What follows belongs to an exercise in optimizing a design on an open flow for small area, a short achievable clock period and few clock cycles per item; a production flow would make more cautious choices. Where RTL was checked, it was by simulation tests only, not by an equivalence proof against the original. Only the layout flow was run in run 1; the RTL was not checked for function there. Power and IR drop assume default switching activity.

File: run.sh
#!/bin/bash
# synth_recipe.tcl (not shown) runs the flow's synth.tcl, then flattens the netlist and writes it again
# the make line also repeats each setting of config.mk as NAME=value (left out here)
make -C /OpenROAD-flow-scripts/flow DESIGN_CONFIG=/design/flow/config.mk WORK_HOME=/design/flow/orfs CLKGATE_MAP_FILE= SYNTH_SCRIPT=/design/flow/synth_recipe.tcl finish
File: config.mk
export PLATFORM = sky130hd
export DESIGN_NAME = window_stack_hit_test
export DESIGN_NICKNAME = window_stack_hit_test
export VERILOG_FILES = /design/flow/design.v
export SDC_FILE = /design/flow/constraint.sdc
export NUM_CORES = 4
export LEC_CHECK = 0
export CAP_MARGIN = 30
export CELL_PAD_IN_SITES_DETAIL_PLACEMENT = 2
export CELL_PAD_IN_SITES_GLOBAL_PLACEMENT = 2
export CORE_MARGIN = 2
export CORE_UTILIZATION = 35
export CTS_BUF_LIST = sky130_fd_sc_hd__clkbuf_8
export CTS_CLUSTER_DIAMETER = 60
export CTS_CLUSTER_SIZE = 20
export SETUP_SLACK_MARGIN = 4.1
export SLEW_MARGIN = 20
File: constraint.sdc
create_clock -name core_clock -period 8.0 [get_ports {clk_i}]
set_input_delay 1.6000 -clock core_clock [delete_from_list [all_inputs] [get_ports {clk_i}]]
set_output_delay 1.6000 -clock core_clock [all_outputs]
set_load 0.01 [all_outputs]
File: design.v
package wsh_pkg;
  localparam int MAX_WINDOWS = 16;
  localparam int COORD_BITS  = 12;
  localparam int SLOT_W   = 5;
  localparam int ID_OUT_W = 5;
  localparam int CNT_W    = 5;
  localparam int APB_AW   = 3;
  localparam int APB_DW   = 32;
  localparam int POS_W = $clog2(MAX_WINDOWS + 1);
  localparam logic CMD_LOAD  = 1'b0;
  localparam logic CMD_CLICK = 1'b1;
  localparam logic REG_WINDOW_COUNT = 1'b0;
  typedef logic [COORD_BITS-1:0] coord_t;
  typedef logic [POS_W-1:0]      pos_t;
  typedef struct packed {
    coord_t left;
    coord_t bottom;
    coord_t right;
    coord_t top;
  } rect_t;
  typedef struct packed {
    logic load_we;
    logic point_we;
    logic search_en;
    logic shift_en;
  } wsh_cmd_t;
  localparam logic [2:0] ST_IDLE   = 3'b001;
  localparam logic [2:0] ST_SEARCH = 3'b010;
  localparam logic [2:0] ST_SHIFT  = 3'b100;
endpackage
module wsh_ctrl (
  input  logic                           clk_i,
  input  logic                           rst_ni,
  input  logic                           in_valid_i,
  input  logic                           command_i,
  input  logic                           out_ready_i,
  input  logic                           res_we_i,
  input  logic                           res_hit_i,
  input  logic [wsh_pkg::ID_OUT_W-1:0]   res_id_i,
  output logic                           in_ready_o,
  output logic                           accept_o,
  output logic                           out_valid_o,
  output logic                           hit_o,
  output logic [wsh_pkg::ID_OUT_W-1:0]   window_id_o
);
  localparam int RW = wsh_pkg::ID_OUT_W + 1;
  logic [2:0]    cred_q, cred_d;
  logic          rdy_q;
  logic          take;
  logic [3:0]    v_q, v_d;
  logic [RW-1:0] e0_q, e1_q, e2_q, e3_q;
  logic [RW-1:0] e0_d, e1_d, e2_d, e3_d;
  logic [3:0]    sv;
  logic [RW-1:0] s0, s1, s2;
  logic [RW-1:0] w;
  assign in_ready_o = rdy_q;
  assign accept_o   = in_valid_i && rdy_q;
  assign take       = v_q[0] && out_ready_i;
  always_comb begin
    cred_d = cred_q;
    if (accept_o && (command_i == wsh_pkg::CMD_CLICK) && !take) cred_d = cred_q + 3'd1;
    if (!(accept_o && (command_i == wsh_pkg::CMD_CLICK)) && take) cred_d = cred_q - 3'd1;
  end
  assign w = {res_hit_i, res_id_i};
  always_comb begin
    if (take) begin
      sv = {1'b0, v_q[3:1]};
      s0 = e1_q;
      s1 = e2_q;
      s2 = e3_q;
    end else begin
      sv = v_q;
      s0 = e0_q;
      s1 = e1_q;
      s2 = e2_q;
    end
    v_d  = sv;
    e0_d = s0;
    e1_d = s1;
    e2_d = s2;
    e3_d = e3_q;
    if (res_we_i) begin
      if (!sv[0]) begin
        v_d[0] = 1'b1;
        e0_d   = w;
      end else if (!sv[1]) begin
        v_d[1] = 1'b1;
        e1_d   = w;
      end else if (!sv[2]) begin
        v_d[2] = 1'b1;
        e2_d   = w;
      end else begin
        v_d[3] = 1'b1;
        e3_d   = w;
      end
    end
  end
  always_ff @(posedge clk_i or negedge rst_ni) begin
    if (!rst_ni) begin
      cred_q <= '0;
      rdy_q  <= 1'b1;
      v_q    <= '0;
    end else begin
      cred_q <= cred_d;
      rdy_q  <= (cred_d < 3'd4);
      v_q    <= v_d;
    end
  end
  always_ff @(posedge clk_i) begin
    e0_q <= e0_d;
    e1_q <= e1_d;
    e2_q <= e2_d;
    e3_q <= e3_d;
  end
  assign out_valid_o = v_q[0];
  assign hit_o       = e0_q[RW-1];
  assign window_id_o = e0_q[RW-2:0];
endmodule
module wsh_cmp (
  input  logic [4*wsh_pkg::COORD_BITS-1:0] rect_i,
  input  logic [wsh_pkg::COORD_BITS-1:0]   x_i,
  input  logic [wsh_pkg::COORD_BITS-1:0]   y_i,
  output logic                             in_o
);
  localparam int CB = wsh_pkg::COORD_BITS;
  function automatic logic ge(input logic [11:0] a, input logic [11:0] b);
    logic [11:0] g1, q1;
    logic [5:0]  g2, q2;
    logic [2:0]  g3, q3;
    logic        g4;
    g1    = a & ~b;
    q1    = a | ~b;
    g1[0] = a[0] | ~b[0];
    for (int i = 0; i < 6; i++) begin
      g2[i] = g1[2*i+1] | (q1[2*i+1] & g1[2*i]);
      q2[i] = q1[2*i+1] & q1[2*i];
    end
    for (int i = 0; i < 3; i++) begin
      g3[i] = g2[2*i+1] | (q2[2*i+1] & g2[2*i]);
      q3[i] = q2[2*i+1] & q2[2*i];
    end
    g4 = g3[1] | (q3[1] & g3[0]);
    ge = g3[2] | (q3[2] & g4);
  endfunction
  assign in_o = ge(x_i, rect_i[4*CB-1:3*CB]) && ge(rect_i[2*CB-1:CB], x_i)
             && ge(y_i, rect_i[3*CB-1:2*CB]) && ge(rect_i[CB-1:0], y_i);
endmodule
module wsh_dp (
  input  logic                           clk_i,
  input  logic                           rst_ni,
  input  logic                           accept_i,
  input  logic                           command_i,
  input  logic [wsh_pkg::MAX_WINDOWS-1:0] act_i,
  input  logic [wsh_pkg::SLOT_W-1:0]     slot_i,
  input  logic [wsh_pkg::COORD_BITS-1:0] left_i,
  input  logic [wsh_pkg::COORD_BITS-1:0] bottom_i,
  input  logic [wsh_pkg::COORD_BITS-1:0] right_i,
  input  logic [wsh_pkg::COORD_BITS-1:0] top_i,
  input  logic [wsh_pkg::COORD_BITS-1:0] point_x_i,
  input  logic [wsh_pkg::COORD_BITS-1:0] point_y_i,
  output logic                           res_we_o,
  output logic                           hit_o,
  output logic [wsh_pkg::ID_OUT_W-1:0]   window_id_o
);
  localparam int NW = wsh_pkg::MAX_WINDOWS;
  localparam int CB = wsh_pkg::COORD_BITS;
  localparam int RW = 4 * CB;
  logic [NW-1:0][RW-1:0] rect_q;
  logic [NW-1:0][3:0]    perm_x_q;   
  logic [NW-1:0][3:0]    perm_q;
  logic [NW-1:0][3:0]    perm_d;
  logic [NW-1:0][3:0]    idp_q;
  logic [NW-1:0][3:0]    idp_d;
  logic          ld_a_q;     
  logic          ck_a_q;     
  logic [3:0]    pos_a_q;    
  logic [RW-1:0] dat_a_q;    
  logic          slot_ok;
  logic          ld_b_q;
  logic          ck_b_q;
  logic [3:0]    pos_b_q;
  logic [RW-1:0] dat_b_q;
  logic [NW-1:0] m_b_q;      
  logic [CB-1:0] px, py;
  logic [NW-1:0] m_a;
  logic          m_fw;
  logic [3:0]    ld_e;
  assign slot_ok = (slot_i >= 1) && (slot_i <= NW);
  always_ff @(posedge clk_i or negedge rst_ni) begin
    if (!rst_ni) begin
      ld_a_q <= 1'b0;
      ck_a_q <= 1'b0;
      ld_b_q <= 1'b0;
      ck_b_q <= 1'b0;
    end else begin
      ld_a_q <= accept_i && (command_i == wsh_pkg::CMD_LOAD) && slot_ok;
      ck_a_q <= accept_i && (command_i == wsh_pkg::CMD_CLICK);
      ld_b_q <= ld_a_q;
      ck_b_q <= ck_a_q;
    end
  end
  always_ff @(posedge clk_i) begin
    pos_a_q <= 4'(slot_i - 5'd1);
    dat_a_q <= (command_i == wsh_pkg::CMD_CLICK) ? {left_i, bottom_i, point_x_i, point_y_i}
                                                 : {left_i, bottom_i, right_i, top_i};
    pos_b_q <= pos_a_q;
    dat_b_q <= dat_a_q;
  end
  assign px = dat_a_q[2*CB-1:CB];
  assign py = dat_a_q[CB-1:0];
  for (genvar e = 0; e < NW; e++) begin : g_cmp
    wsh_cmp u_cmp (
      .rect_i (rect_q[e]),
      .x_i    (px),
      .y_i    (py),
      .in_o   (m_a[e])
    );
  end
  wsh_cmp u_cmp_ld (
    .rect_i (dat_b_q),
    .x_i    (px),
    .y_i    (py),
    .in_o   (m_fw)
  );
  always_ff @(posedge clk_i) begin
    for (int e = 0; e < NW; e++) begin
      m_b_q[e] <= (ld_b_q && (ld_e == e)) ? m_fw : m_a[e];
    end
  end
  logic [NW-1:0] last;
  logic [NW-1:0] mp;
  logic [NW-1:0] above;
  logic [NW-1:0] upto;
  logic [NW-1:0] shift;
  logic          found;
  logic [NW-1:0][8:0] wd;
  logic [8:0]    win;
  always_comb begin
    for (int p = 0; p < NW; p++) begin
      mp[p]   = m_b_q[perm_q[p]] && act_i[p];
      last[p] = act_i[p] && ((p == NW - 1) || !act_i[(p + 1) % NW]);
      wd[p]   = {(idp_q[p] == 4'd0), idp_q[p], perm_q[p]};
    end
  end
  function automatic logic [9:0] pick(input logic [NW-1:0] m, input logic [NW-1:0][8:0] d);
    logic [7:0][9:0] l1;
    logic [3:0][9:0] l2;
    logic [1:0][9:0] l3;
    for (int i = 0; i < 8; i++) begin
      l1[i] = {m[2*i+1] || m[2*i], m[2*i+1] ? d[2*i+1] : d[2*i]};
    end
    for (int i = 0; i < 4; i++) begin
      l2[i] = {l1[2*i+1][9] || l1[2*i][9], l1[2*i+1][9] ? l1[2*i+1][8:0] : l1[2*i][8:0]};
    end
    for (int i = 0; i < 2; i++) begin
      l3[i] = {l2[2*i+1][9] || l2[2*i][9], l2[2*i+1][9] ? l2[2*i+1][8:0] : l2[2*i][8:0]};
    end
    pick = {l3[1][9] || l3[0][9], l3[1][9] ? l3[1][8:0] : l3[0][8:0]};
  endfunction
  always_comb begin
    {found, win} = pick(mp, wd);
    above[NW-1] = 1'b0;
    for (int p = NW - 2; p >= 0; p--) begin
      above[p] = above[p+1] || mp[p+1];
    end
    upto[0] = mp[0];
    for (int p = 1; p < NW; p++) begin
      upto[p] = upto[p-1] || mp[p];
    end
    for (int p = 0; p < NW; p++) begin
      shift[p] = upto[p] && !above[p] && act_i[p] && !last[p];
    end
  end
  always_comb begin
    for (int p = 0; p < NW; p++) begin
      perm_d[p] = perm_q[p];
      idp_d[p]  = idp_q[p];
      if (ck_b_q) begin
        if (last[p] && found) begin
          perm_d[p] = win[3:0];
          idp_d[p]  = win[7:4];
        end else if (shift[p]) begin
          perm_d[p] = perm_q[(p + 1) % NW];
          idp_d[p]  = idp_q[(p + 1) % NW];
        end
      end
      if (ld_b_q && (pos_b_q == p)) begin
        idp_d[p] = pos_b_q + 4'd1;
      end
    end
  end
  always_ff @(posedge clk_i or negedge rst_ni) begin
    if (!rst_ni) begin
      for (int p = 0; p < NW; p++) begin
        perm_x_q[p] <= '0;
        idp_q[p]    <= 4'(p + 1);
      end
    end else begin
      for (int p = 0; p < NW; p++) begin
        perm_x_q[p] <= perm_d[p] ^ 4'(p);
      end
      idp_q <= idp_d;
    end
  end
  always_comb begin
    for (int p = 0; p < NW; p++) begin
      perm_q[p] = perm_x_q[p] ^ 4'(p);
    end
  end
  assign ld_e = perm_q[pos_b_q];
  for (genvar e = 0; e < NW; e++) begin : g_entry
    always_ff @(posedge clk_i) begin
      if (ld_b_q && (ld_e == e)) begin
        rect_q[e] <= dat_b_q;
      end
    end
  end
  assign res_we_o    = ck_b_q;
  assign hit_o       = found;
  assign window_id_o = found ? {win[8], win[7:4]} : 5'd0;
endmodule
module window_stack_hit_test (
  input  logic                                clk_i,
  input  logic                                rst_ni,
  input  logic                                in_valid_i,
  output logic                                in_ready_o,
  input  logic                                command_i,
  input  logic [wsh_pkg::SLOT_W-1:0]          slot_i,
  input  logic [wsh_pkg::COORD_BITS-1:0]      left_i,
  input  logic [wsh_pkg::COORD_BITS-1:0]      bottom_i,
  input  logic [wsh_pkg::COORD_BITS-1:0]      right_i,
  input  logic [wsh_pkg::COORD_BITS-1:0]      top_i,
  input  logic [wsh_pkg::COORD_BITS-1:0]      point_x_i,
  input  logic [wsh_pkg::COORD_BITS-1:0]      point_y_i,
  output logic                                out_valid_o,
  input  logic                                out_ready_i,
  output logic                                hit_o,
  output logic [wsh_pkg::ID_OUT_W-1:0]        window_id_o,
  input  logic                                psel,
  input  logic                                penable,
  input  logic                                pwrite,
  input  logic [wsh_pkg::APB_AW-1:0]          paddr,
  input  logic [wsh_pkg::APB_DW-1:0]          pwdata,
  output logic [wsh_pkg::APB_DW-1:0]          prdata,
  output logic                                pready
);
  localparam int CB = wsh_pkg::COORD_BITS;
  logic [wsh_pkg::CNT_W-1:0] window_count_q;
  logic                      reg_sel;
  logic                      accept;
  logic                      res_we;
  logic                      res_hit;
  logic [wsh_pkg::ID_OUT_W-1:0] res_id;
  assign pready  = 1'b1;
  assign reg_sel = (paddr[wsh_pkg::APB_AW-1] == wsh_pkg::REG_WINDOW_COUNT);
  always_ff @(posedge clk_i or negedge rst_ni) begin
    if (!rst_ni) begin
      window_count_q <= 1;
    end else if (psel && penable && pwrite && reg_sel) begin
      window_count_q <= pwdata[wsh_pkg::CNT_W-1:0];
    end
  end
  assign prdata = reg_sel ? {{(wsh_pkg::APB_DW-wsh_pkg::CNT_W){1'b0}}, window_count_q} : '0;
  logic [wsh_pkg::MAX_WINDOWS-1:0] act_q;
  always_ff @(posedge clk_i or negedge rst_ni) begin
    if (!rst_ni) begin
      act_q <= 1;
    end else if (psel && penable && pwrite && reg_sel) begin
      for (int p = 0; p < wsh_pkg::MAX_WINDOWS; p++) begin
        act_q[p] <= (pwdata[wsh_pkg::CNT_W-1:0] > p);
      end
    end
  end
  wsh_ctrl u_ctrl (
    .clk_i       (clk_i),
    .rst_ni      (rst_ni),
    .in_valid_i  (in_valid_i),
    .command_i   (command_i),
    .out_ready_i (out_ready_i),
    .res_we_i    (res_we),
    .res_hit_i   (res_hit),
    .res_id_i    (res_id),
    .in_ready_o  (in_ready_o),
    .accept_o    (accept),
    .out_valid_o (out_valid_o),
    .hit_o       (hit_o),
    .window_id_o (window_id_o)
  );
  wsh_dp u_dp (
    .clk_i          (clk_i),
    .rst_ni         (rst_ni),
    .accept_i       (accept),
    .command_i      (command_i),
    .act_i          (act_q),
    .slot_i         (slot_i),
    .left_i         (left_i),
    .bottom_i       (bottom_i),
    .right_i        (right_i),
    .top_i          (top_i),
    .point_x_i      (point_x_i),
    .point_y_i      (point_y_i),
    .res_we_o       (res_we),
    .hit_o          (res_hit),
    .window_id_o    (res_id)
  );
endmodule
==> results of run 1 <==
power by group:
group	total, mW	internal (mW)	switching [mW]
Clock	4.42	1.94	2.49
Combinational	3.84	1.64	2.20
Sequential	7.17	6.48	0.690
state kept, by name, summed over array words and instances, names as in the netlist, 3 cells and up, named ones only:
signal	cells
u_dp.rect_q	768
u_dp.idp_q	64
u_dp.dat_a_q	48
u_dp.dat_b_q	48
u_dp.perm_x_q	32
act_q	16
u_dp.m_b_q	16
u_ctrl.e0_q	6
u_ctrl.e1_q	6
u_ctrl.e2_q	6
u_ctrl.e3_q	6
window_count_q	5
u_ctrl.v_q	4
u_dp.pos_a_q	4
u_dp.pos_b_q	4
u_ctrl.cred_q	3
cell usage in the layout (no fill, tap or decap), types with 20 or more instances in the layout:
cell,netlist,final
o21ai_1,18,22
buf_4,31,268
a22oi_1,32,26
nor2_1,257,243
nand2_1,303,290
clkinvlp_4,0,22
a221oi_1,35,32
nand2b_1,122,121
dfxtp_1,138,115
maj3_1,372,366
o221ai_1,57,57
mux2_2,48,47
dfstp_2,35,35
o31ai_1,21,20
mux2i_1,84,81
inv_1,164,159
nand3b_1,21,21
clkdlybuf4s50_1,0,95
dfrtp_1,126,104
o22ai_1,59,57
conb_1,2,28
mux4_2,100,100
clkbuf_8,0,122
o21ai_0,124,118
o211ai_1,34,34
a21oi_1,192,185
buf_6,0,33
nor4_1,23,20
dfrtp_2,0,22
nand3_1,65,61
nor2b_1,138,138
inv_8,0,20
nor3_1,72,64
edfxtp_1,774,774
a211oi_1,47,45
a31oi_1,49,45
through the flow:
stage / instance area, um^2 / power [mW] / setup slack, ps / std cells / hold WS (ps)
2_1_floorplan: 51700 / 8.91 / 3750 / 4223 / 310
3_3_place_gp: 54900 / 10.2 / 2890 / 6089 / 311
3_5_place_dp: 55100 / 10.3 / 2780 / 6102 / 314
4_1_cts: 59200 / 15.1 / 3800 / 6395 / 325
5_1_grt: 60800 / 16.1 / 3950 / 6528 / 333
6_report: 60800 / 15.4 / 4100 / 6528 / 320
path summary, 6_finish.rpt:
path	start	to	slack (ps)
worst max-delay path	u_dp.m_b_q[15]$_DFF_P_	u_dp.idp_q[12]$_DFFE_PN0P_	4100
min in group asynchronous	rst_ni	u_dp.idp_q[2]$_DFFE_PN0P_	640
worst min-delay path	u_dp.dat_a_q[38]$_DFF_P_	u_dp.dat_b_q[38]$_DFF_P_	320
worst min register to register	u_dp.dat_a_q[38]$_DFF_P_	u_dp.dat_b_q[38]$_DFF_P_	320
worst max register to register	u_dp.m_b_q[15]$_DFF_P_	u_dp.idp_q[12]$_DFFE_PN0P_	4100
max in group asynchronous	rst_ni	u_dp.perm_x_q[48]$_DFFE_PN0P_	6140
logic make-up after synthesis:
| logic type | count (synthesis) | share of synthesized area (%) |
|---|---|---|
| AOI/OAI and AO/OA | 919 | 12.5 |
| DFF | 1073 | 58.4 |
| adders and majority gates | 382 | 7.47 |
| and+or+nand+nor | 1124 | 10.9 |
| other | 2 | 0.0146 |
| muxes | 233 | 7.08 |
| buffers and inverters | 461 | 3.66 |
| xor gates and xnor gates | 3 | 0.0510 |
metal layers:
metal	vias to the layer above	GRT usage [%]	part of all wire, %
li1	16600	-	-
met1	20000	32.4	43
met2	755	43.7	50
met3	261	2.35	3.2
met4	0	7.23	3.3
met5	-	0	0
repair_timing:
item | in CTS | in global routing
resized for setup | 181 | 142
buffers inserted | 63 | 116
gates cloned | 5 | 11
pin swaps | 30 | 59
setup endpoints to repair | 442 | 218
final cells by class:
type / count / area (um^2) / share of cell area, %
flip-flops and latches: 1073 / 30100 / 49.5
multi-input cells: 2698 / 20600 / 33.9
repair buffers: 437 / 4080 / 6.70
well taps: 1917 / 2400 / 3.94
clock buffers: 122 / 1680 / 2.76
clock inverters: 103 / 1170 / 1.92
inverters: 173 / 713 / 1.17
repair inverters: 1 / 11.3 / 0.0185
diodes: 4 / 10.0 / 0.0165
==> qor.csv, run 1 <==
metric,value,unit
vias per cell,5.77,
DRT antenna net count,0,
final core utilization,41.7,%
Async SR Flop Fraction,15.0,%
Yosys reg bits,1073,
max cap viols,0,
instance count on the critical path,16,
Placer Congestion,0.831,
area fraction of the dominant cell type after synthesis,45.1,%
Slew @ Worst Pin,1050,ps
WL per Instance,29.8,um
crit path launch type,flip-flop,
width of the die,388,um
relative slew slack,29.9,%
top post-synthesis cells by count,"edfxtp_1, maj3_1, nand2_1, nor2_1, a21oi_1",
nets,4632,
"Req. time, crit path",8760,ps
Worst path top cell family by delay,multiplexers,
Post-synth EDFFs,774,
status,timing/DRC/antenna clean,
setup repair after global routing missed its margin,yes,
IO buf count,103,
H-tree Lvls,3,
setup_tns,0,ps
drt pass-1 iters,7,
clock sink count,1073,
Slew Limit Fails,0,
clock slew at reported path FFs,100,ps
"Avg Cell Area, Syn",12.3,um^2
number of CTS-inserted buffers,118,
Tmin final,3900,ps
Worst Setup Path Type,flip-flop to flip-flop,
post-synthesis sequential area ratio,58.4,%
GRT overflow,0,
Worst Path Max Fanout,16,
hold-fix buffers at CTS,0,
drc violations,0,
area of the core,146000,um^2
Core Rows,140,
synth unique cells,99,
vias in the first global route,39100,
Fmax achieved,0.256,GHz
die area,150000,um^2
"IR drop worst, VDD",0.170,mV
FILL cells,14700,
Final Hold Viols,0,
initial core utilization,35.3,%
first-pass GRT wire length,276,mm
Synth Warn #,4,
CP Cell Sequence,buf_4 -> mux4_2 -> mux4_2 -> a222oi_1 -> buf_4 -> buf_6 -> nand4_4 -> buf_12 -> nor2_4 -> buf_12 -> clkinv_16 -> buf_12 -> and3_4 -> nor2_4 -> o21ai_1 -> mux2_2,
largest cells by area after synthesis,"edfxtp_1, maj3_1, dfrtp_1",
Final Cycle Share,48.8,%
Worst Path Buf+Inv,7,
CP arrival,4670,ps
R2R depth,16,
largest net degree at the start of global routing,123,
CTS tree,built,
Tot GR Track Use,24.8,%
total number of vias,37600,
WL final,194,mm
CP dominant cell by count,buf_12,
DP Wirelength,125,mm
Synth area leader,edfxtp_1,
dominant synthesized flop cell,edfxtp_1,
CTS Buffer Depth,3,
final clock skew,69.1,ps
Post-Syn Instances,4197,
Final setup viols,0,
Post-Syn Area,51500,um^2
Leak Pwr,20.8,nW
Hold WC Path Type,flip-flop to flip-flop,
CTS root buf,clkbuf_8,
Skew-Pair Late Insertion Delay,910,ps
Critical Path Max Stage Delay,520,ps
initial antenna violation count,4,
"count leader, synth",edfxtp_1,
Top Ports,161,
endpoint class of the critical path,flip-flop,
Hold Crit Depth,0,
Area Growth Syn to Fin,18.1,%
Die H,388,um
slowest cell on the critical path,mux4_2,
share of cells above drive strength 1,21.1,%
DRT iter0 DRCs,2316,
Power Dens Cells,254,nW/um^2
==> run 2, diff against run 1 <==
--- a/design.v
+++ b/design.v
@@ -238,5 +238,9 @@
   always_comb begin
     for (int p = 0; p < NW; p++) begin
-      mp[p]   = m_b_q[perm_q[p]] && act_i[p];
+      mp[p]   = 1'b0;
+      for (int e = 0; e < NW; e++) begin
+        mp[p] = mp[p] | (m_b_q[e] && (perm_q[p] == e));
+      end
+      mp[p]   = mp[p] && act_i[p];
       last[p] = act_i[p] && ((p == NW - 1) || !act_i[(p + 1) % NW]);
       wd[p]   = {(idp_q[p] == 4'd0), idp_q[p], perm_q[p]};
--- a/config.mk
+++ b/config.mk
@@ -12,6 +12,4 @@
 export CORE_UTILIZATION = 35
 export CTS_BUF_LIST = sky130_fd_sc_hd__clkbuf_8
-export CTS_CLUSTER_DIAMETER = 60
-export CTS_CLUSTER_SIZE = 20
-export SETUP_SLACK_MARGIN = 4.1
+export SETUP_SLACK_MARGIN = 4.25
 export SLEW_MARGIN = 20
==> run 2 against run 1 <==
  * Total power rose by 21%
  * Sequential share of layout area fell by 1.2 points
  * Critical endpoint is now prdata[1]
  * Via count rose by 6.8%
  * Setup slack improved by 190 ps
  * Non-clock buffer count fell by 44
  * First-iteration DRC count rose by 4.2%
  * Sequential power rose by 3.1%
  * Register-to-register slack improved by 190 ps
  * Design area rose by 2.6%
  * Maximum frequency rose by 5.1%
  * Clock power rose by 18%
==> qor.csv, run 2 <==
metric,value,unit,change
total number of vias,40200,,+6.8%
Placer Congestion,0.841,,+1.2%
Tmin final,3710,ps,-189 ps
sequential power share,39.5,%,-7.0 points
Biggest register,u_dp.rect_q,,
CTS Buffer Depth,3,,unchanged
top flop regs,"u_dp.rect_q: 768 flops, u_dp.idp_q: 64 flops",,
setup repair after global routing missed its margin,yes,,
width of the die,391,um,+0.77%
GRT overflow,0,,unchanged
Final Hold Viols,0,,unchanged
Core Rows,141,,+0.71%
Top Ports,161,,unchanged
WL final,204,mm,+4.9%
clock slew at reported path FFs,50,ps,-50 ps
status,timing/DRC/antenna clean,,
drc violations,0,,unchanged
initial core utilization,35.3,%,+0.043 points
number of CTS-inserted buffers,196,,+66%
top post-synthesis cells by count,"edfxtp_1, maj3_1, nand2_1, nor2_1, o21ai_0",,
Async SR Flop Fraction,15.0,%,unchanged
Worst Path Max Fanout,7,,-9
most frequent cells in the layout,"edfxtp_1, nand2_1, maj3_1",,
Sw Pwr,7.10,mW,+32%
dominant synthesized flop cell,edfxtp_1,,
Clk pwr share,28.0,%,-0.6 points
"Avg Cell Area, Syn",11.7,um^2,-4.7%
Worst Setup Path Type,primary input to output pin,,
drt pass-1 iters,8,,+1
crit path launch type,primary input,,
CP arrival,2110,ps,-2560 ps
most used routing layer,met2,,
H-tree Lvls,4,,+1
"Req. time, crit path",6400,ps,-2360 ps
"count leader, synth",edfxtp_1,,
Yosys reg bits,1073,,unchanged
Synth Warn #,4,,unchanged
Power Dens Cells,299,nW/um^2,+18%
Slew @ Worst Pin,935,ps,-115 ps
CTS root buf,clkbuf_8,,
setup_tns,0,ps,unchanged
grt met3 use,3.08,%,+0.72 points
Post-Syn Area,52300,um^2,+1.6%
Post-Syn Instances,4473,,+6.6%
Final setup viols,0,,unchanged
IO buf count,103,,unchanged
Slew Limit Fails,0,,unchanged
Post-synth EDFFs,774,,unchanged
clock sink count,1073,,unchanged
"IR drop worst, VDD",0.160,mV,-6.1%
endpoint class of the critical path,output pin,,
DP Wirelength,132,mm,+5.2%
R2R setup slack,4290,ps,+190 ps
relative slew slack,37.4,%,+7.5 points
hold-fix buffers at CTS,0,,unchanged
max reg flops,768,,unchanged
Tot GR Track Use,26.3,%,+1.5 points
Area Growth Syn to Fin,19.3,%,
vias per cell,5.82,,+0.95%
fin cells,6909,,+5.8%
GRT met2 Usage,46.1,%,+2.3 points
area of the core,148000,um^2,+1.4%
Skew-Pair Late Insertion Delay,920,ps,about the same
Die H,391,um,+0.77%
internal power,11.6,mW,+15%
vias in the first global route,43100,,+10%
nets,4931,,+6.5%
post-synthesis sequential area ratio,57.5,%,-0.90 points
synth unique cells,108,,+9.1%
dpl ws,3080,ps,+295 ps
largest net degree at the start of global routing,73,,-41%
initial antenna violation count,14,,+10
CTS tree,built,,
logic gate share of total power,32.5,%,+7.6 points
max cap viols,0,,unchanged
final clock skew,73.0,ps,+3.98 ps
area fraction of the dominant cell type after synthesis,44.4,%,-0.70 points
share of cells above drive strength 1,19.6,%,-1.5 points
"most common cell after layout, fill and taps aside",edfxtp_1,,
Leak Pwr,22.0,nW,+5.6%
Fmax achieved,0.269,GHz,+5.1%
WL per Instance,29.5,um,-0.93%
die area,153000,um^2,+1.5%
DRT antenna net count,0,,unchanged
DRT iter0 DRCs,2414,,+4.2%
largest cells by area after synthesis,"edfxtp_1, maj3_1, dfrtp_1",,
Final Worst Setup Slack,4290,ps,+189 ps
Sw Ratio,38.0,%,+3.1 points
Hold WC Path Type,flip-flop to flip-flop,,
placed cells,6397,,+4.8%
Final Cycle Share,46.4,%,-2.4 points
Synth area leader,edfxtp_1,,
GR Util met1,33.5,%,+1.1 points
first-pass GRT wire length,296,mm,+7.3%
run 2: cell families (layout without fill, tap and decap cells):
family | after synthesis | after routing | synth area share, %
buffers and inverters | 513 | 984 | 4.03
other | 2 | 34 | 0.0144
adders and majority gates | 351 | 351 | 6.77
muxes | 189 | 189 | 4.47
and+or+nand+nor | 1226 | 1229 | 12.1
AOI/OAI and AO/OA | 1116 | 1116 | 15.1
DFF | 1073 | 1073 | 57.5
xor gates and xnor gates | 3 | 3 | 0.0502
run 2: area by class of cell:
| class | instances | area, um^2 |
|---|---|---|
| fillers | 15100 | 85600 |
| flip-flops and latches | 1073 | 30200 |
| multi-input cells | 2916 | 21200 |
| repair buffers | 393 | 3730 |
| clock buffers | 235 | 3230 |
| well taps | 1930 | 2410 |
| inverters | 218 | 886 |
| clock inverters | 135 | 706 |
| repair inverters | 3 | 20.0 |
| diodes | 6 | 15.0 |
run 2: stage by stage:
stage / power, mW / util (%) / instance area [um^2] / hold slack [ps]
after floorplan: 10.2 / - / 52500 / 310
after global placement: 12.4 / 37.7 / 55900 / 310
after detailed placement: 12.5 / 37.8 / 55900 / 313
after CTS: 18.6 / 41.6 / 61600 / 312
after global routing: 19.5 / 42.2 / 62400 / 333
final: 18.7 / 42.2 / 62400 / 325
run 2: power by group through the flow:
stage	sequential, mW	clock (mW)	combinational [mW]
after floorplan	6.96	0	3.19
after global placement	7.47	0	4.88
after detailed placement	7.47	0	5.00
after CTS	7.37	5.38	5.83
after global routing	7.46	5.62	6.45
final	7.39	5.23	6.06
run 2: metal layers:
layer / up-vias / share of wire [%] / routed length [um]
met5: - / 0 / 0
met4: 0 / 3.6 / 7360
met3: 333 / 3.3 / 6670
met2: 850 / 50 / 103000
met1: 21200 / 43 / 86900
li1: 17800 / - / -
run 2: worst paths after layout:
path,depth (start not counted),to,startpoint
setup reg to reg,15,u_dp.idp_q[33]$_DFFE_PN0P_,u_dp.m_b_q[8]$_DFF_P_
setup / recovery,3,prdata[1],paddr[2]
hold reg to reg,0,u_dp.pos_b_q[1]$_DFF_P_,u_dp.pos_a_q[1]$_DFF_P_
max in group asynchronous,2,async pin,rst_ni
hold / removal,0,u_dp.pos_b_q[1]$_DFF_P_,u_dp.pos_a_q[1]$_DFF_P_
min in group asynchronous,1,u_dp.idp_q[6]$_DFFE_PN0P_,rst_ni
run 2: critical path, stage by stage:
cell             delay, ps
buf_2                  150
nor2b_1                120
clkdlybuf4s15_2        230
run 2: what timing repair did:
item / CTS / global route
setup buffers: 84 / 35
setup endpoints to repair: 931 / 249
pin swaps: 46 / 58
gates cloned: 15 / 1
resized for setup: 255 / 133
Testbench counts of run 2, summed over its fixed seeds: cycles 9,624, items 9,600.
==> run 3, diff against run 2 <==
--- a/config.mk
+++ b/config.mk
@@ -12,4 +12,4 @@
 export CORE_UTILIZATION = 35
 export CTS_BUF_LIST = sky130_fd_sc_hd__clkbuf_8
-export SETUP_SLACK_MARGIN = 4.25
+export SETUP_SLACK_MARGIN = 4.4
 export SLEW_MARGIN = 20
==> run 3 against run 2 <==
  * Still clean on timing, DRC and antenna
  * First-iteration DRC count fell by 8.0%
  * Non-clock buffer count grew 94
  * Design area rose by 3.7%
  * Wire length rose by 4.5%
  * Maximum frequency is 2.3% lower
  * Clock-buffer cell count increased by 7
  * Flip-flop and latch count unchanged
  * Critical path depth increased by 11
  * Cell count up 1.4%
  * Hold slack worse by 8.1 ps
  * Clock skew fell by 3.3 ps
  * Highest routed layer unchanged
==> qor.csv, run 3 <==
metric,value,unit,change
status,timing/DRC/antenna clean,,
Slew Limit Fails,0,,unchanged
hold-fix buffers at CTS,0,,unchanged
Worst path top cell family by delay,compound AO/OA/AOI/OAI gates,,
Worst Path Buf+Inv,4,,+2
Leak Pwr,22.8,nW,+3.8%
drc violations,0,,unchanged
Worst Path Max Fanout,5,,-2
Post-Syn Instances,4473,,unchanged
slowest cell on the critical path,or4_4,,
crit path launch type,flip-flop,,
share of cells above drive strength 1,25.0,%,+5.4 points
R2R setup slack,4200,ps,-90 ps
Area Growth Syn to Fin,23.7,%,
clock slew at reported path FFs,60,ps,about the same
Power Dens Cells,312,nW/um^2,+4.4%
Biggest register,u_dp.rect_q,,
"count leader, synth",edfxtp_1,,
most frequent cells in the layout,"edfxtp_1, nand2_1, buf_4",,
post-synthesis sequential area ratio,57.5,%,unchanged
Post-synth EDFFs,774,,unchanged
Fmax achieved,0.263,GHz,-2.3%
Skew-Pair Late Insertion Delay,950,ps,+30 ps
vias per cell,5.87,,+0.90%
final clock skew,69.8,ps,-3.28 ps
IO buf count,103,,unchanged
total number of vias,41100,,+2.3%
fin cells,7004,,+1.4%
nets,5027,,+1.9%
dominant synthesized flop cell,edfxtp_1,,
"most common cell after layout, fill and taps aside",edfxtp_1,,
"Avg Cell Area, Syn",11.7,um^2,unchanged
max reg flops,768,,unchanged
Critical Path Max Stage Delay,550,ps,+320 ps
WL per Instance,30.4,um,+3.1%
width of the die,391,um,unchanged
die area,153000,um^2,unchanged
Worst Hold Path EP,u_dp.pos_b_q[0]$_DFF_P_,,
initial core utilization,35.3,%,unchanged
top flop regs,"u_dp.rect_q: 768 flops, u_dp.idp_q: 64 flops",,
Synth Warn #,4,,unchanged
largest cells by area after synthesis,"edfxtp_1, maj3_1, dfrtp_1",,
relative slew slack,28.7,%,-8.7 points
placed cells,6402,,+0.078%
first-pass GRT wire length,303,mm,+2.3%
CTS root buf,clkbuf_8,,
WL final,213,mm,+4.5%
R2R depth,14,,-1
setup_tns,0,ps,unchanged
initial antenna violation count,8,,-6
endpoint class of the critical path,flip-flop,,
CTS Buffer Depth,3,,unchanged
Final Cycle Share,47.5,%,+1.1 points
number of CTS-inserted buffers,194,,-1.0%
HP Start,u_dp.pos_a_q[0]$_DFF_P_,,
clock sink count,1073,,unchanged
DRT antenna net count,0,,unchanged
Final Hold Viols,0,,unchanged
FILL cells,14900,,-0.98%
"Req. time, crit path",8780,ps,+2380 ps
Final setup viols,0,,unchanged
GRT overflow,0,,unchanged
Post-Syn Area,52300,um^2,unchanged
Tot GR Track Use,27.1,%,+0.75 points
top post-synthesis cells by count,"edfxtp_1, maj3_1, nand2_1, nor2_1, o21ai_0",,
Core Rows,141,,unchanged
H-tree Lvls,4,,unchanged
Die H,391,um,unchanged
synth unique cells,108,,unchanged
area of the core,148000,um^2,unchanged
Async SR Flop Fraction,15.0,%,unchanged
"IR drop worst, VDD",0.219,mV,+37%
CP Cell Sequence,mux2_4 -> a221o_1 -> a311oi_2 -> a21boi_2 -> buf_12 -> or4_4 -> buf_6 -> o41ai_4 -> buf_4 -> buf_12 -> o22ai_4 -> mux2_4 -> o211ai_1 -> o21ai_1,,
DP Wirelength,134,mm,+1.7%
vias in the first global route,43900,,+1.9%
CTS tree,built,,
Top Ports,161,,unchanged
Hold WC Path Type,flip-flop to flip-flop,,
Tmin final,3800,ps,+86.5 ps
area fraction of the dominant cell type after synthesis,44.4,%,unchanged
drt pass-1 iters,7,,-1
Worst Setup Path Type,flip-flop to flip-flop,,
largest net degree at the start of global routing,63,,-14%
R2R Path End,u_dp.idp_q[4]$_DFFE_PN0P_,,
DRT iter0 DRCs,2220,,-8.0%
max cap viols,0,,unchanged
CP arrival,4580,ps,+2470 ps
Placer Congestion,0.849,,+1.0%
Slew @ Worst Pin,1060,ps,+130 ps
Synth area leader,edfxtp_1,,
setup repair after global routing missed its margin,yes,,
Hold Crit Depth,0,,unchanged
Yosys reg bits,1073,,unchanged
## run 3: cell counts after synthesis
No cell type changed its count.
## run 3: cell families (layout without fill, tap and decap cells)
group	after synthesis	count (layout)	synth area share (%)
DFF	1073	1073	57.5
xor gates and xnor gates	3	3	0.0502
AOI/OAI and AO/OA	1116	1116	15.1
buffers and inverters	513	1071	4.03
adders and majority gates	351	351	6.77
other	2	39	0.0144
muxes	189	189	4.47
and+or+nand+nor	1226	1232	12.1
## run 3: layout make-up
class	instances	area, um^2	share of cell area, %
Multi-Input combinational cell	2919	22400	34.6
Antenna cell	11	27.5	0.0425
Clock buffer	242	3330	5.15
Timing Repair Buffer	487	4780	7.38
Clock inverter	120	657	1.02
Sequential cell	1073	30200	46.6
Tap cell	1930	2410	3.73
Timing Repair inverter	4	32.5	0.0503
Inverter	218	903	1.40
## run 3: worst max-delay path by stage
stage	endpoint	slack [ps]	cells after the start
floorplan	u_dp.m_b_q[9]$_DFF_P_	4110	10
global placement	u_dp.idp_q[19]$_DFFE_PN0P_	3040	13
detailed placement	u_dp.idp_q[19]$_DFFE_PN0P_	2980	13
CTS	u_dp.m_b_q[4]$_DFF_P_	4270	11
global route	u_dp.idp_q[9]$_DFFE_PN1P_	4080	15
finish	u_dp.idp_q[4]$_DFFE_PN0P_	4200	14
## run 3: repair_timing
action                                  4_1_cts  5_1_grt
pin swaps                                    71      145
resized for setup                           367      377
buffers inserted                            113       94
gates cloned                                 14        8
endpoints found under the setup margin      939      250
## run 3: worst register-to-register path, delay by kind of cell, from the launching register on
| kind | cells | cell delay [ps] |
|---|---|---|
| simple gates | 1 | 550 |
| buf+inv | 4 | 670 |
| mux | 2 | 640 |
| flops | 1 | 470 |
| compound gates | 7 | 1350 |
## run 3: per-stage QoR
step | setup WS, ps | area, um^2 | utilization [%] | hold WS (ps) | total power, mW
final | 4200 | 64700 | 43.7 | 317 | 20.2
after global routing | 4080 | 64700 | 43.7 | 323 | 21.0
after CTS | 4270 | 62300 | 42.1 | 317 | 18.7
after detailed placement | 2980 | 56000 | 37.8 | 314 | 12.5
after global placement | 3040 | 55900 | 37.8 | 310 | 12.4
after floorplan | 4110 | 52500 | - | 310 | 10.2
## run 3: power by group
part	total, mW	internal, mW	switching, mW
combinational	7.51	3.09	4.41
sequential	7.40	6.56	0.837
clock	5.32	2.78	2.53
total	20.2	12.4	7.78
## run 3: metal layers
metal / vias to the layer above / wire, um / part of all wire [%] / track usage [%]
met1: 21800 / 89100 / 42 / 33.9
met4: 0 / 9300 / 4.4 / 10.5
met3: 379 / 7390 / 3.5 / 3.26
li1: 18000 / - / - / -
met2: 956 / 107000 / 50 / 47.5
met5: - / 0 / 0 / 0
==> run 4, diff against run 3 <==
--- a/config.mk
+++ b/config.mk
@@ -12,4 +12,6 @@
 export CORE_UTILIZATION = 35
 export CTS_BUF_LIST = sky130_fd_sc_hd__clkbuf_8
-export SETUP_SLACK_MARGIN = 4.4
+export CTS_CLUSTER_DIAMETER = 50
+export CTS_CLUSTER_SIZE = 16
+export SETUP_SLACK_MARGIN = 4.32
 export SLEW_MARGIN = 20
==> run 4 against run 3 <==
  * Flip-flop and latch count unchanged
  * Sequential power barely moved
  * Clock-buffer cell count decreased by 82
  * Maximum frequency rose by 2.9%
  * Wire length fell by 2.6%
  * Combinational power fell by 7.9%
  * Global-route usage is 0.54 points lower
  * Die area unchanged
  * Clock skew grew 23 ps
==> qor.csv, run 4 <==
metric,value,unit,change
Synth Warn #,4,,unchanged
Slew @ Worst Pin,1120,ps,+58.8 ps
Tmin final,3690,ps,-108 ps
drc violations,0,,unchanged
WL final,207,mm,-2.6%
dominant synthesized flop cell,edfxtp_1,,
largest net degree at the start of global routing,73,,+16%
relative slew slack,24.8,%,-3.9 points
R2R depth,12,,-2
first-pass GRT wire length,298,mm,-1.9%
Yosys reg bits,1073,,unchanged
Synth area leader,edfxtp_1,,
"most common cell after layout, fill and taps aside",edfxtp_1,,
Post-Syn Instances,4473,,unchanged
Slew Limit Fails,0,,unchanged
initial antenna violation count,8,,unchanged
worst r2r src,u_dp.m_b_q[0]$_DFF_P_,,
Final Total Pwr,19.2,mW,-4.9%
setup_tns,0,ps,unchanged
Core Rows,141,,unchanged
DP Wirelength,132,mm,-1.4%
Final Cycle Share,46.2,%,-1.3 points
"IR drop worst, VDD",0.260,mV,+19%
setup repair after global routing missed its margin,yes,,
initial core utilization,35.3,%,unchanged
CTS root buf,clkbuf_8,,
"Req. time, crit path",8780,ps,about the same
CP arrival,4470,ps,-110 ps
width of the die,391,um,unchanged
post-synthesis sequential area ratio,57.5,%,unchanged
DRT antenna net count,0,,unchanged
Biggest register,u_dp.rect_q,,
crit path launch type,flip-flop,,
max layer used,met4,,
hold-fix buffers at CTS,0,,unchanged
vias per cell,5.87,,about the same
endpoint class of the critical path,flip-flop,,
Worst Hold Path EP,u_dp.dat_b_q[27]$_DFF_P_,,
top post-synthesis cells by count,"edfxtp_1, maj3_1, nand2_1, nor2_1, o21ai_0",,
Hold Crit Depth,0,,unchanged
nets,4916,,-2.2%
share of cells above drive strength 1,22.3,%,-2.8 points
CTS tree,built,,
fin cells,6850,,-2.2%
max reg flops,768,,unchanged
R2R setup slack,4310,ps,+110 ps
Post-Syn Area,52300,um^2,unchanged
drt pass-1 iters,5,,-2
Routed met3 length,7.22,mm,-2.4%
WL per Instance,30.3,um,-0.43%
final clock skew,92.5,ps,+22.7 ps
R2R Path End,u_dp.idp_q[5]$_DFFE_PN1P_,,
vias in the first global route,42800,,-2.6%
synth unique cells,108,,unchanged
status,timing/DRC/antenna clean,,
Tot GR Track Use,26.5,%,-0.54 points
Top Ports,161,,unchanged
area fraction of the dominant cell type after synthesis,44.4,%,unchanged
total number of vias,40200,,-2.2%
Worst Path Max Fanout,16,,+11
H-tree Lvls,4,,unchanged
Hold WC Path Type,flip-flop to flip-flop,,
Power Dens Cells,306,nW/um^2,-2.1%
Placer Congestion,0.839,,-1.3%
placed cells,6392,,-0.16%
die area,153000,um^2,unchanged
Final Hold Viols,0,,unchanged
Final setup viols,0,,unchanged
clock sink count,1073,,unchanged
Sequential Area,30200,um^2,unchanged
area of the core,148000,um^2,unchanged
HP Start,u_dp.dat_a_q[27]$_DFF_P_,,
DRT iter0 DRCs,2603,,+17%
max cap viols,0,,unchanged
"Avg Cell Area, Syn",11.7,um^2,unchanged
Area Growth Syn to Fin,20.2,%,
CTS Buffer Depth,3,,unchanged
most frequent cells in the layout,"edfxtp_1, nand2_1, maj3_1",,
largest cells by area after synthesis,"edfxtp_1, maj3_1, dfrtp_1",,
Die H,391,um,unchanged
clock slew at reported path FFs,70,ps,about the same
Worst Setup Path Type,flip-flop to flip-flop,,
Skew-Pair Late Insertion Delay,920,ps,-30 ps
top flop regs,"u_dp.rect_q: 768 flops, u_dp.idp_q: 64 flops",,
Fmax achieved,0.271,GHz,+2.9%
"count leader, synth",edfxtp_1,,
number of CTS-inserted buffers,145,,-25%
Async SR Flop Fraction,15.0,%,unchanged
Post-synth EDFFs,774,,unchanged
DR WL met2,105,mm,-2.4%
Leak Pwr,21.7,nW,-4.6%
multi-input logic area,21900,um^2,-2.2%
IO buf count,103,,unchanged
Met1 Wirelength,86.9,mm,-2.4%
FILL cells,15000,,+0.30%
GRT overflow,0,,unchanged
-- run 4: cell counts after synthesis --
No cell type changed its count.
-- run 4: power breakdown --
group	switching [mW]	leakage, nW	internal, mW
Combinational	4.21	9.98	2.71
Sequential	0.842	10.0	6.55
Clock	2.46	1.75	2.46
Total	7.51	21.7	11.7
-- run 4: through the flow --
stage	util, %	cell area (um^2)	setup WS, ps	hold slack (ps)
global route	42.5	62900	4190	312
detailed placement	37.8	55900	3010	313
global placement	37.7	55800	3050	311
floorplan	-	52500	3930	310
finish	42.5	62900	4310	298
CTS	41.2	61100	4200	302
-- run 4: cells by family after synthesis --
family          after synthesis  share of synthesized area [%]
mux                         189                           4.47
simple gates               1226                           12.1
fa+ha+maj                   351                           6.77
compound gates             1116                           15.1
buf+inv                     513                           4.03
flops                      1073                           57.5
xor+xnor                      3                         0.0502
other cells                   2                         0.0144
-- run 4: worst max path at each step --
stage	slack, ps	end	cells past startpoint	from
after global placement	3050	u_dp.m_b_q[11]$_DFF_P_	11	u_dp.dat_a_q[2]$_DFF_P_
after detailed placement	3010	u_dp.idp_q[28]$_DFFE_PN0P_	12	flip-flop
after CTS	4200	u_dp.m_b_q[14]$_DFF_P_	12	u_dp.dat_a_q[0]$_DFF_P_
after global routing	4190	u_dp.idp_q[6]$_DFFE_PN0P_	14	flip-flop
after floorplan	3930	u_dp.m_b_q[9]$_DFF_P_	10	u_dp.pos_b_q[0]$_DFF_P_
final	4310	u_dp.idp_q[5]$_DFFE_PN1P_	12	u_dp.m_b_q[0]$_DFF_P_
-- run 4: final cells by class --
type / instances / area share (%)
Inverter: 218 / 1.44
Tap cell: 1930 / 3.84
Antenna cell: 9 / 0.0358
Timing Repair inverter: 5 / 0.0677
Clock inverter: 112 / 1.84
Multi-Input combinational cell: 2918 / 34.9
Timing Repair Buffer: 425 / 6.45
Clock buffer: 160 / 3.50
Sequential cell: 1073 / 48.0
-- run 4: layer usage --
metal	GRT usage [%]	vias to the layer above
met3	2.85	307
met4	10.5	0
met2	46.2	871
li1	-	17700
met5	0	-
met1	33.7	21300
-- run 4: timing repair --
item	CTS	global route
setup buffers	84	69
pin swaps	66	111
endpoints found under the setup margin	928	176
resized for setup	303	270
gates cloned	15	7
-- run 4: critical path, cell delays in order, from the launching register on --
cell      delay (ps)
dfxtp_1          310
buf_4            220
mux2_1           320
a221oi_1         320
nor3_1           160
o21a_4           290
or4_4            590
or4_4            640
o22ai_4          200
buf_6            150
mux2i_1          180
o211ai_1         100
o21ai_1          110
==> run 5, diff against run 4 <==
--- a/config.mk
+++ b/config.mk
@@ -10,8 +10,8 @@
 export CELL_PAD_IN_SITES_GLOBAL_PLACEMENT = 2
 export CORE_MARGIN = 2
-export CORE_UTILIZATION = 35
+export CORE_UTILIZATION = 42
 export CTS_BUF_LIST = sky130_fd_sc_hd__clkbuf_8
 export CTS_CLUSTER_DIAMETER = 50
 export CTS_CLUSTER_SIZE = 16
-export SETUP_SLACK_MARGIN = 4.32
+export SETUP_SLACK_MARGIN = 4.25
 export SLEW_MARGIN = 20
==> run 5 against run 4 <==
  * Global-route usage rose by 4.5 points
  * Critical path type unchanged
  * Via count rose by 1.5%
  * First-iteration DRC count rose by 25%
  * Still clean on timing, DRC and antenna
  * Highest routed layer unchanged
  * Sequential power barely moved
  * Hold slack improved by 29 ps
==> qor.csv, run 5 <==
metric,value,unit,change
status,timing/DRC/antenna clean,,
drc violations,0,,unchanged
Worst Path Max Fanout,7,,-9
first-pass GRT wire length,292,mm,-1.9%
area of the core,124000,um^2,-16%
setup_tns,0,ps,unchanged
total number of vias,40800,,+1.5%
top flop regs,"u_dp.rect_q: 768 flops, u_dp.idp_q: 64 flops",,
CTS Buffer Depth,3,,unchanged
Worst Path Buf+Inv,2,,unchanged
CTS root buf,clkbuf_8,,
IO buf count,103,,unchanged
Post-synth EDFFs,774,,unchanged
Final setup viols,0,,unchanged
Tmin final,3840,ps,+151 ps
Area Growth Syn to Fin,17.2,%,
initial core utilization,42.3,%,+7.0 points
WL final,203,mm,-1.8%
Hold WC Path Type,flip-flop to flip-flop,,
DRT iter0 DRCs,3259,,+25%
Synth Area in Simple Gates,12.1,%,unchanged
multi-input logic area,21300,um^2,-2.9%
final clock skew,60.4,ps,-32.1 ps
vias per cell,6.27,,+6.7%
width of the die,357,um,-8.6%
most frequent cells in the layout,"edfxtp_1, maj3_1, nand2_1",,
Biggest register,u_dp.rect_q,,
CP Cell Sequence,mux2_4 -> a221o_1 -> a311oi_2 -> a21boi_2 -> or4_4 -> nor4_4 -> buf_6 -> clkinv_16 -> and3_4 -> or3_1 -> o221ai_1 -> mux2i_1,,
Slew @ Worst Pin,1030,ps,-90.4 ps
clock sink count,1073,,unchanged
main combinational cell family by area after synthesis,compound AO/OA/AOI/OAI gates,,
hold-fix buffers at CTS,0,,unchanged
Placer Congestion,0.882,,+5.2%
Synth Warn #,4,,unchanged
DRT antenna net count,0,,unchanged
Post-Synth Adder-Cell Area,6.77,%,unchanged
"count leader, synth",edfxtp_1,,
vias in the first global route,43200,,+1.0%
endpoint class of the critical path,flip-flop,,
CP arrival,4610,ps,+140 ps
clock slew at reported path FFs,90,ps,+20 ps
top post-synthesis cells by count,"edfxtp_1, maj3_1, nand2_1, nor2_1, o21ai_0",,
number of CTS-inserted buffers,141,,-2.8%
Top Ports,161,,unchanged
"Avg Cell Area, Syn",11.7,um^2,unchanged
initial antenna violation count,8,,unchanged
WL per Instance,31.2,um,+3.2%
"IR drop worst, VDD",0.338,mV,+30%
Core Rows,129,,-8.5%
Final Hold Viols,0,,unchanged
Async SR Flop Fraction,15.0,%,unchanged
mux cell area share after synthesis,4.47,%,unchanged
Final Total Pwr,18.2,mW,-5.5%
Synth area leader,edfxtp_1,,
"Req. time, crit path",8770,ps,about the same
Power Dens Cells,296,nW/um^2,-3.2%
Worst path top cell family by delay,simple AND/OR/NAND/NOR gates,,
post-synthesis sequential area ratio,57.5,%,unchanged
drt pass-1 iters,7,,+2
most used routing layer,met2,,
Compound-Gate Fraction of Synth Area,15.1,%,unchanged
DP Wirelength,131,mm,-0.92%
Tot GR Track Use,31.1,%,+4.5 points
relative slew slack,30.4,%,+5.6 points
grt met3 use,3.71,%,+0.86 points
Skew-Pair Late Insertion Delay,920,ps,about the same
GRT overflow,0,,unchanged
Slew Limit Fails,0,,unchanged
area fraction of the dominant cell type after synthesis,44.4,%,unchanged
die area,127000,um^2,-17%
Critical Path Max Stage Delay,610,ps,-30 ps
GR Util met1,38.7,%,+4.9 points
Yosys reg bits,1073,,unchanged
Worst Setup Path Type,flip-flop to flip-flop,,
CTS tree,built,,
setup repair after global routing missed its margin,yes,,
max cap viols,0,,unchanged
nets,4886,,-0.61%
Post-Syn Area,52300,um^2,unchanged
share of cells above drive strength 1,19.8,%,-2.5 points
Die H,357,um,-8.6%
Synth Area in XOR/XNOR,0.0502,%,unchanged
dominant synthesized flop cell,edfxtp_1,,
"most common cell after layout, fill and taps aside",edfxtp_1,,
FILL cells,12200,,-19%
Final Cycle Share,48.0,%,+1.9 points
crit path launch type,flip-flop,,
GRT met2 Usage,54.7,%,+8.5 points
Post-Syn Instances,4473,,unchanged
Leak Pwr,21.2,nW,-2.4%
slowest cell on the critical path,or4_4,,
largest cells by area after synthesis,"edfxtp_1, maj3_1, dfrtp_1",,
Fmax achieved,0.260,GHz,-3.9%
synth unique cells,108,,unchanged
largest net degree at the start of global routing,93,,+27%
max reg flops,768,,unchanged
H-tree Lvls,4,,unchanged
Sequential Area,30200,um^2,about the same
[run 5: cell counts after synthesis]
No cell type changed its count.
[run 5: final cells by class]
cell class                 count  share of cell area [%]
timing repair inverter         4                  0.0612
timing repair buffer         400                    6.06
clock buffer                 148                    3.32
sequential                  1073                    49.2
clock inverter               114                    1.85
multi-input combinational   2918                    34.7
antenna                        5                  0.0204
inverter                     218                    1.50
tap                         1637                    3.34
[run 5: cells by family after synthesis]
group | after synthesis
buffers and inverters | 513
flip-flops | 1073
AND/OR/NAND/NOR | 1226
other | 2
AO/OA/AOI/OAI | 1116
multiplexers | 189
XOR/XNOR | 3
adder cells (fa/ha/maj) | 351
[run 5: repair_timing]
item	in CTS	in global routing
setup endpoints to repair	882	333
gates resized for setup	193	180
buffers inserted	57	74
gates cloned	9	6
pin swaps	31	59
[run 5: metal layers]
layer	part of all wire, %	wire length [um]
met1	41	83200
met2	51	103000
met3	4.1	8300
met4	4.2	8600
met5	0	0
[run 5: report_power, final]
| part | internal [mW] | total [mW] | switching (mW) |
|---|---|---|---|
| Sequential | 6.55 | 7.39 | 0.846 |
| Clock | 2.22 | 4.73 | 2.51 |
| Combinational | 2.25 | 6.04 | 3.80 |
[run 5: path summary, 6_finish.rpt]
kind                                          start  depth (start not counted)  slack, ps                             to
max                                       flip-flop                         12       4160     u_dp.idp_q[28]$_DFFE_PN0P_
min                        u_dp.dat_a_q[42]$_DFF_P_                          0        330       u_dp.dat_b_q[42]$_DFF_P_
max reg2reg                               flip-flop                         12       4160     u_dp.idp_q[28]$_DFFE_PN0P_
min reg2reg                u_dp.dat_a_q[42]$_DFF_P_                          0        330       u_dp.dat_b_q[42]$_DFF_P_
max in group asynchronous                    rst_ni                          3       6050  u_dp.perm_x_q[53]$_DFFE_PN0P_
min in group asynchronous                    rst_ni                          1        610      u_dp.idp_q[4]$_DFFE_PN0P_
[run 5: per-stage QoR]
stage | util [%] | instances | worst slack [ps] | hold WS, ps | instance area, um^2
after CTS | 48.4 | 6428 | 4090 | 331 | 59800
after global routing | 49.6 | 6517 | 4020 | 341 | 61300
after floorplan | - | 4499 | 3930 | 310 | 52500
after detailed placement | 44.9 | 6100 | 2890 | 314 | 55500
final | 49.6 | 6517 | 4160 | 327 | 61300
after global placement | 44.8 | 6092 | 2980 | 310 | 55400
==> run 6, diff against run 5 <==
--- a/config.mk
+++ b/config.mk
@@ -10,5 +10,5 @@
 export CELL_PAD_IN_SITES_GLOBAL_PLACEMENT = 2
 export CORE_MARGIN = 2
-export CORE_UTILIZATION = 42
+export CORE_UTILIZATION = 35
 export CTS_BUF_LIST = sky130_fd_sc_hd__clkbuf_8
 export CTS_CLUSTER_DIAMETER = 50
==> run 6 against run 5 <==
  * Still clean on timing, DRC and antenna
  * Total power about the same
  * Die area up 20%
  * Synthesized area unchanged
  * Critical path type unchanged
==> qor.csv, run 6 <==
metric,value,unit,change
dpl ws,3080,ps,+186 ps
most frequent cells in the layout,"edfxtp_1, maj3_1, nand2_1",,
Leak Pwr,21.4,nW,+0.62%
DRT iter0 DRCs,2364,,-27%
"IR drop worst, VDD",0.172,mV,-49%
final instance area,61800,um^2,+0.71%
Tmin final,3730,ps,-111 ps
WL per Instance,29.6,um,-5.3%
WL final,202,mm,-0.85%
H-tree Lvls,4,,unchanged
largest cells by area after synthesis,"edfxtp_1, maj3_1, dfrtp_1",,
Slew Limit Fails,0,,unchanged
slowest cell on the critical path,a2111oi_1,,
Placed Area,55900,um^2,+0.68%
top post-synthesis cells by count,"edfxtp_1, maj3_1, nand2_1, nor2_1, o21ai_0",,
crit path launch type,flip-flop,,
drt pass-1 iters,5,,-2
CTS root buf,clkbuf_8,,
setup_tns,0,ps,unchanged
Power Dens Cells,294,nW/um^2,-0.76%
post-synthesis sequential area ratio,57.5,%,unchanged
Final Hold Viols,0,,unchanged
"most common cell after layout, fill and taps aside",edfxtp_1,,
Post-Syn Area,52300,um^2,unchanged
max reg flops,768,,unchanged
top flop regs,"u_dp.rect_q: 768 flops, u_dp.idp_q: 64 flops",,
fin cells,6821,,+4.7%
die area,153000,um^2,+20%
total number of vias,39900,,-2.3%
initial antenna violation count,16,,+8
nets,4887,,+0.020%
crit path capture,u_dp.m_b_q[7]$_DFF_P_,,
GRT overflow,0,,unchanged
Final Total Pwr,18.2,mW,about the same
FILL cells,15000,,+23%
Final setup viols,0,,unchanged
endpoint class of the critical path,flip-flop,,
clock sink count,1073,,unchanged
CP Cell Sequence,buf_12 -> buf_4 -> and2b_1 -> maj3_1 -> maj3_1 -> maj3_2 -> maj3_1 -> maj3_2 -> nor4b_1 -> a2111oi_1 -> buf_2 -> mux2_4,,
width of the die,391,um,+9.4%
Synth Warn #,4,,unchanged
CTS Buffer Depth,3,,unchanged
Worst Path Max Fanout,6,,-1
CP arrival,4520,ps,-90 ps
max cap viols,0,,unchanged
R2R setup slack,4270,ps,+110 ps
Slew @ Worst Pin,920,ps,-113 ps
Post-synth EDFFs,774,,unchanged
Die H,391,um,+9.4%
"Avg Cell Area, Syn",11.7,um^2,unchanged
setup repair after global routing missed its margin,yes,,
Final Cycle Share,46.6,%,-1.4 points
Async SR Flop Fraction,15.0,%,unchanged
initial core utilization,35.3,%,-7.0 points
Worst Setup Path Type,flip-flop to flip-flop,,
Post-Syn Instances,4473,,unchanged
largest net degree at the start of global routing,73,,-22%
drc violations,0,,unchanged
Final Hold Slack,313,ps,-13.3 ps
DRT antenna net count,0,,unchanged
Hold WC Path Type,flip-flop to flip-flop,,
dominant synthesized flop cell,edfxtp_1,,
Placer Congestion,0.841,,-4.7%
status,timing/DRC/antenna clean,,
CTS tree,built,,
Yosys reg bits,1073,,unchanged
IO buf count,103,,unchanged
CP startpoint,u_dp.dat_a_q[0]$_DFF_P_,,
Worst path top cell family by delay,adder cells,,
Core Rows,141,,+9.3%
share of cells above drive strength 1,19.6,%,-0.17 points
Tot GR Track Use,25.9,%,-5.1 points
Skew-Pair Late Insertion Delay,930,ps,about the same
Final Worst Setup Slack,4270,ps,+111 ps
Top Ports,161,,unchanged
area fraction of the dominant cell type after synthesis,44.4,%,unchanged
Fmax achieved,0.268,GHz,+3.0%
Critical Path Max Stage Delay,420,ps,-190 ps
synth unique cells,108,,unchanged
multi-input logic area,21100,um^2,-0.68%
instance count on the critical path,12,,unchanged
first-pass GRT wire length,292,mm,-0.14%
CP dominant cell by count,maj3_1,,
Biggest register,u_dp.rect_q,,
placed cells,6397,,+4.9%
worst r2r src,u_dp.dat_a_q[0]$_DFF_P_,,
clock slew at reported path FFs,80,ps,about the same
final clock skew,69.6,ps,+9.21 ps
final core utilization,41.7,%,-7.9 points
Area Growth Syn to Fin,18.1,%,
R2R Path End,u_dp.m_b_q[7]$_DFF_P_,,
Worst Path Buf+Inv,3,,+1
number of CTS-inserted buffers,147,,+4.3%
DP Wirelength,132,mm,+0.62%
Synth area leader,edfxtp_1,,
area of the core,148000,um^2,+20%
vias in the first global route,42400,,-1.9%
vias per cell,5.85,,-6.6%
R2R depth,12,,unchanged
"count leader, synth",edfxtp_1,,
Sequential Area,30200,um^2,about the same
relative slew slack,38.6,%,+8.2 points
"Req. time, crit path",8790,ps,+20 ps
## run 6: cell types whose count changed in the layout (fill, tap and decap cells not counted), moves of 7 or more
| cell | delta |
|---|---|
| maj3_2 | +9 |
| clkinvlp_4 | -8 |
| inv_6 | -7 |
| maj3_1 | -9 |
| clkbuf_8 | +9 |
| clkinv_2 | +12 |
## run 6: kinds of logic (layout without fill, tap and decap cells)
| group | Yosys count | count (layout) | share of synthesized area, % |
|---|---|---|---|
| and+or+nand+nor | 1226 | 1229 | 12.1 |
| muxes | 189 | 189 | 4.47 |
| AOI/OAI and AO/OA | 1116 | 1116 | 15.1 |
| other | 2 | 37 | 0.0144 |
| xor gates and xnor gates | 3 | 3 | 0.0502 |
| adders and majority gates | 351 | 351 | 6.77 |
| buffers and inverters | 513 | 893 | 4.03 |
| DFF | 1073 | 1073 | 57.5 |
## run 6: worst min path at each step
| stage | start | endpoint | slack (ps) | cells past startpoint |
|---|---|---|---|---|
| 2_1_floorplan | u_dp.dat_a_q[24]$_DFF_P_ | u_dp.dat_b_q[24]$_DFF_P_ | 310 | 0 |
| 3_3_place_gp | u_dp.dat_a_q[44]$_DFF_P_ | u_dp.dat_b_q[44]$_DFF_P_ | 310 | 0 |
| 3_5_place_dp | u_dp.dat_a_q[25]$_DFF_P_ | u_dp.dat_b_q[25]$_DFF_P_ | 310 | 0 |
| 4_1_cts | u_dp.dat_a_q[24]$_DFF_P_ | u_dp.dat_b_q[24]$_DFF_P_ | 320 | 0 |
| 5_1_grt | u_dp.dat_a_q[24]$_DFF_P_ | u_dp.dat_b_q[24]$_DFF_P_ | 330 | 0 |
| 6_report | u_dp.dat_a_q[24]$_DFF_P_ | u_dp.dat_b_q[24]$_DFF_P_ | 310 | 0 |
## run 6: what timing repair did
item | 4_1_cts | 5_1_grt
gates resized for setup | 233 | 129
buffers inserted | 64 | 62
cloned | 10 | 4
hold buffers | 0 | 0
pin swaps | 44 | 46
endpoints found under the setup margin | 931 | 245
## run 6: per-layer routing
layer / wire length [um] / vias up / GRT usage (%)
li1: - / 17700 / -
met1: 86700 / 21200 / 33.0
met2: 102000 / 776 / 45.8
met3: 6340 / 284 / 2.83
met4: 6550 / 0 / 8.49
met5: 0 / - / 0
## run 6: final cells by class
type / count / share of cell area [%]
inverter: 218 / 1.45
tap: 1930 / 3.91
clock buffer: 157 / 3.50
sequential: 1073 / 48.8
timing repair buffer: 398 / 6.02
clock inverter: 117 / 2.01
multi-input combinational: 2916 / 34.2
timing repair inverter: 3 / 0.0365
antenna: 9 / 0.0365
## run 6: power breakdown
group | total, mW | switching (mW) | internal (mW)
Sequential | 7.37 | 0.818 | 6.55
Clock | 4.95 | 2.51 | 2.44
Combinational | 5.83 | 3.65 | 2.19
Total | 18.2 | 6.98 | 11.2

==> what the ideal ports hide <==
The results above use ideal ports. As a check the final layouts listed here were re-extracted and re-timed, cells and wires unchanged.
Step 1 assumes that a clkbuf_16 drives the clock port and a buf_2 every other input.
Step 2 moves the port delays by t, midway between the first and last clock arrival at a register: inputs arrive t later, outputs are due t later. That takes back most of the time a late clock gives input paths.
a / b / c = ideal ports / drivers / drivers and shift; a / b = the first two.
run | t (ns) | setup WS [ns] | slew at the worst register clock pin (ns) | worst slew at a driven data input, ns | cell pins on the clock port's net
run 1 | 0.949 | 4.098 / 4.098 / 4.098 | 0.12 / 0.12 | 0.05 | 1
run 2 | 0.964 | 4.287 / 4.266 / 3.907 | 0.07 / 0.07 | 0.08 | 1
run 3 | 0.990 | 4.200 / 4.200 / 3.891 | 0.07 / 0.07 | 0.07 | 1
run 4 | 0.947 | 4.308 / 4.308 / 3.885 | 0.10 / 0.10 | 0.07 | 1
run 5 | 0.973 | 4.157 / 4.157 / 3.894 | 0.10 / 0.10 | 0.06 | 1
run 6 | 0.967 | 4.268 / 4.260 / 4.000 | 0.10 / 0.10 | 0.08 | 1
After both steps setup and hold are still met in every run listed. The setup slack of run 4, which loses most, moves by 0.000 ns with the drivers and by -0.423 ns with both steps.
